Context: an optimization exercise on an open-source flow, tuned for small area, a short achievable clock period and few clock cycles per item. The choices shown serve that exercise and are no tape-out recipe.

## idct_top
module idct_top (
	input logic Clock,
	input logic Resetn,
	input logic start,
	input logic coef_we,
	input logic [5:0] coef_addr,
	input logic [15:0] coef_data_in,
	output logic pixel_valid,
	output logic [5:0] pixel_index,
	output logic [7:0] pixel_value,
	output logic busy,
	output logic done
);
Size in the first run: roughly 43 I/O pins.
export LEC_CHECK = 0
export CAP_MARGIN = 20
export CORE_MARGIN = 2
export CORE_UTILIZATION = 40
export CTS_CLUSTER_DIAMETER = 150
export CTS_CLUSTER_SIZE = 24
export SLEW_MARGIN = 20
create_clock -name core_clock -period 11.0 [get_ports {Clock}]
standard.sh (not shown) runs the stock make flow with config.mk's settings and CLKGATE_MAP_FILE= SYNTH_SCRIPT=/design/flow/synth_recipe.tcl, a recipe that flattens the netlist after the stock synthesis.
==> flow/flow/run.sh <==
#!/bin/bash
# Standard synthesis; then the inverters that synthesis leaves between full
# adders are removed (flow/fixinv.py flips adders, a full adder being
# self-dual); then the standard layout, with timing repair aimed at
# flow/margin.txt ns of setup slack.
set -euo pipefail
MARGIN=$(cat flow/margin.txt)
R=orfs/results/${FLOW_PLATFORM}/idct_top/base
bash standard.sh synth > synth.log 2>&1
python3 flow/fixinv.py $R/1_2_yosys.v $R/1_2_yosys_fixinv.v > fixinv.log 2>&1
cp $R/1_2_yosys.v $R/1_2_yosys_orig.v
cp $R/1_2_yosys_fixinv.v $R/1_2_yosys.v
rm -f $R/1_synth.odb $R/1_synth.sdc
bash standard.sh SETUP_SLACK_MARGIN=$MARGIN MATCH_CELL_FOOTPRINT=0 finish > layout.log 2>&1
==> flow/flow/margin.txt <==
7.2
Other scripts of this flow, unchanged in this note and not shown: flow/flow/fixinv.py
Edit:
==> flow/flow/margin.txt (replaced) <==
7.5
Effect: Setup slack gets worse by 0.0081 ns; routed wire length increases by 3.1%; cell count is higher by 0.97%; die area stays the same; design area climbs by 1.9%; count of clock-buffer cells in the layout rose by 7; core utilization rises by 0.83 points; critical path depth went up by 2.
Function was not checked in any run of this note: the RTL went through the layout flow alone.

---

Setup of the baseline:
Another version of the RTL of idct_top (not shown whole).
Size in the first run: about 43 I/O pins, roughly 75000 µm² of cells after synthesis.
==> flow/config.mk <==
export PLATFORM = sky130hd
export DESIGN_NAME = idct_top
export DESIGN_NICKNAME = idct_top
export VERILOG_FILES = /design/flow/design.v
export SDC_FILE = /design/flow/constraint.sdc
export NUM_CORES = 4
export LEC_CHECK = 0
export CAP_MARGIN = 20
export CORE_MARGIN = 2
export CORE_UTILIZATION = 40
export CTS_CLUSTER_DIAMETER = 150
export CTS_CLUSTER_SIZE = 20
export SLEW_MARGIN = 20
==> flow/constraint.sdc <==
create_clock -name core_clock -period 11.0 [get_ports {Clock}]
set_input_delay 2.2000 -clock core_clock [delete_from_list [all_inputs] [get_ports {Clock}]]
set_output_delay 2.2000 -clock core_clock [all_outputs]
set_load 0.01 [all_outputs]
==> flow/flow/margin.txt <==
7.3
Scripts as last shown in full above: flow/flow/run.sh
Other scripts of this flow, unchanged in this note and not shown: flow/flow/fixinv.py
In summary, the baseline completed successfully, with a layout that passed the timing, design-rule and antenna checks.
--- input diff the baseline..the candidate ---
==> flow/flow/margin.txt <==
7.5
### Flow results
- The candidate: done, clean on timing, DRC and antenna
- Diff the baseline -> the candidate | met1 track utilization from global routing | increase of 0.26 points
- Reported for the candidate and the baseline, largest buffer count on any clock path turned out identical to the last digit.
- Diff the baseline -> the candidate: global routing usage on met3 shows a reduction of 0.24 points; wire length shows an increase of 1000 µm; via count shows an increase of about 0.6%.
- [the candidate vs the baseline] worst slack at placement: higher in the candidate
- Between the candidate and the baseline, the difference in global-route usage is negligible.
No run of this note included a check of the RTL's function; only the layout flow was run.

---

idct_top, a different RTL version from the one above (not shown whole).
Size: roughly 43 I/O pins, ~75000 sq um of cells after synthesis.
clock: 11.0 ns
lec_check: 0
cap_margin: 20
core_margin: 2
core_utilization: 55
cts_cluster_diameter: 150
cts_cluster_size: 20
slew_margin: 20
==> flow/flow/margin.txt <==
7.5
Scripts as last shown in full above: flow/flow/run.sh
Other scripts of this flow, unchanged in this note and not shown: flow/flow/fixinv.py
The first run ran to the end with no violations.
Edit:
- CORE_UTILIZATION: 55 -> 40
Flip-flop and latch count stays the same.
Via count shrinks by 0.33%.
Die area grows by 37%.
Edit:
==> flow/flow/margin.txt (replaced) <==
7.8
Utilization increases by 0.70 points. Cell area increases by 1.6%. Count of clock-buffer cells in the layout increases by 13. Worst setup slack degrades by 56 ps. Clock skew decreases by 4.1 ps.
No functional check of the RTL was part of any run of this note.

port drivers added, routing unchanged:
The results above use ideal ports. As a check the final layouts listed here were re-extracted and re-timed, cells and wires unchanged. Step 1 sets driving cells, clkbuf_16 on the clock port and buf_2 on the other inputs (assumed; they add their load-dependent delay and slew). Step 2 moves the port delays by t, midway between the first and last clock arrival at a register: inputs arrive t later, outputs are due t later. That takes back most of the time a late clock gives input paths. a / b / c = no drivers / after step 1 / after step 2; a / b = the first two.
| run | shift t [ns] | setup WS [ns] | slew at the worst register clock pin (ns) | worst data-port slew with drivers (ns) | pins driven straight from the clock port |
|---|---|---|---|---|---|
| the first run of note 1 | 0.826 | 7.014 / 7.014 / 7.014 | 0.12 / 0.12 | 0.09 | 1 |
| the second run of note 1 | 0.817 | 7.006 / 7.006 / 7.006 | 0.11 / 0.11 | 0.08 | 1 |
| the baseline | 0.829 | 7.284 / 7.324 / 6.495 | 0.09 / 0.09 | 0.05 | 1 |
| the candidate | 0.837 | 7.367 / 7.367 / 6.605 | 0.09 / 0.09 | 0.05 | 1 |
| the first run of note 3 | 0.834 | 7.324 / 7.324 / 6.887 | 0.09 / 0.09 | 0.05 | 1 |
| the second run of note 3 | 0.829 | 7.365 / 7.365 / 6.833 | 0.10 / 0.10 | 0.05 | 1 |
| the third run of note 3 | 0.838 | 7.309 / 7.309 / 7.039 | 0.10 / 0.10 | 0.05 | 1 |
After both steps setup and hold are still met in every run listed. For the baseline, which loses most, drivers alone change the setup slack by +0.040 ns; drivers and shift together by -0.789 ns.
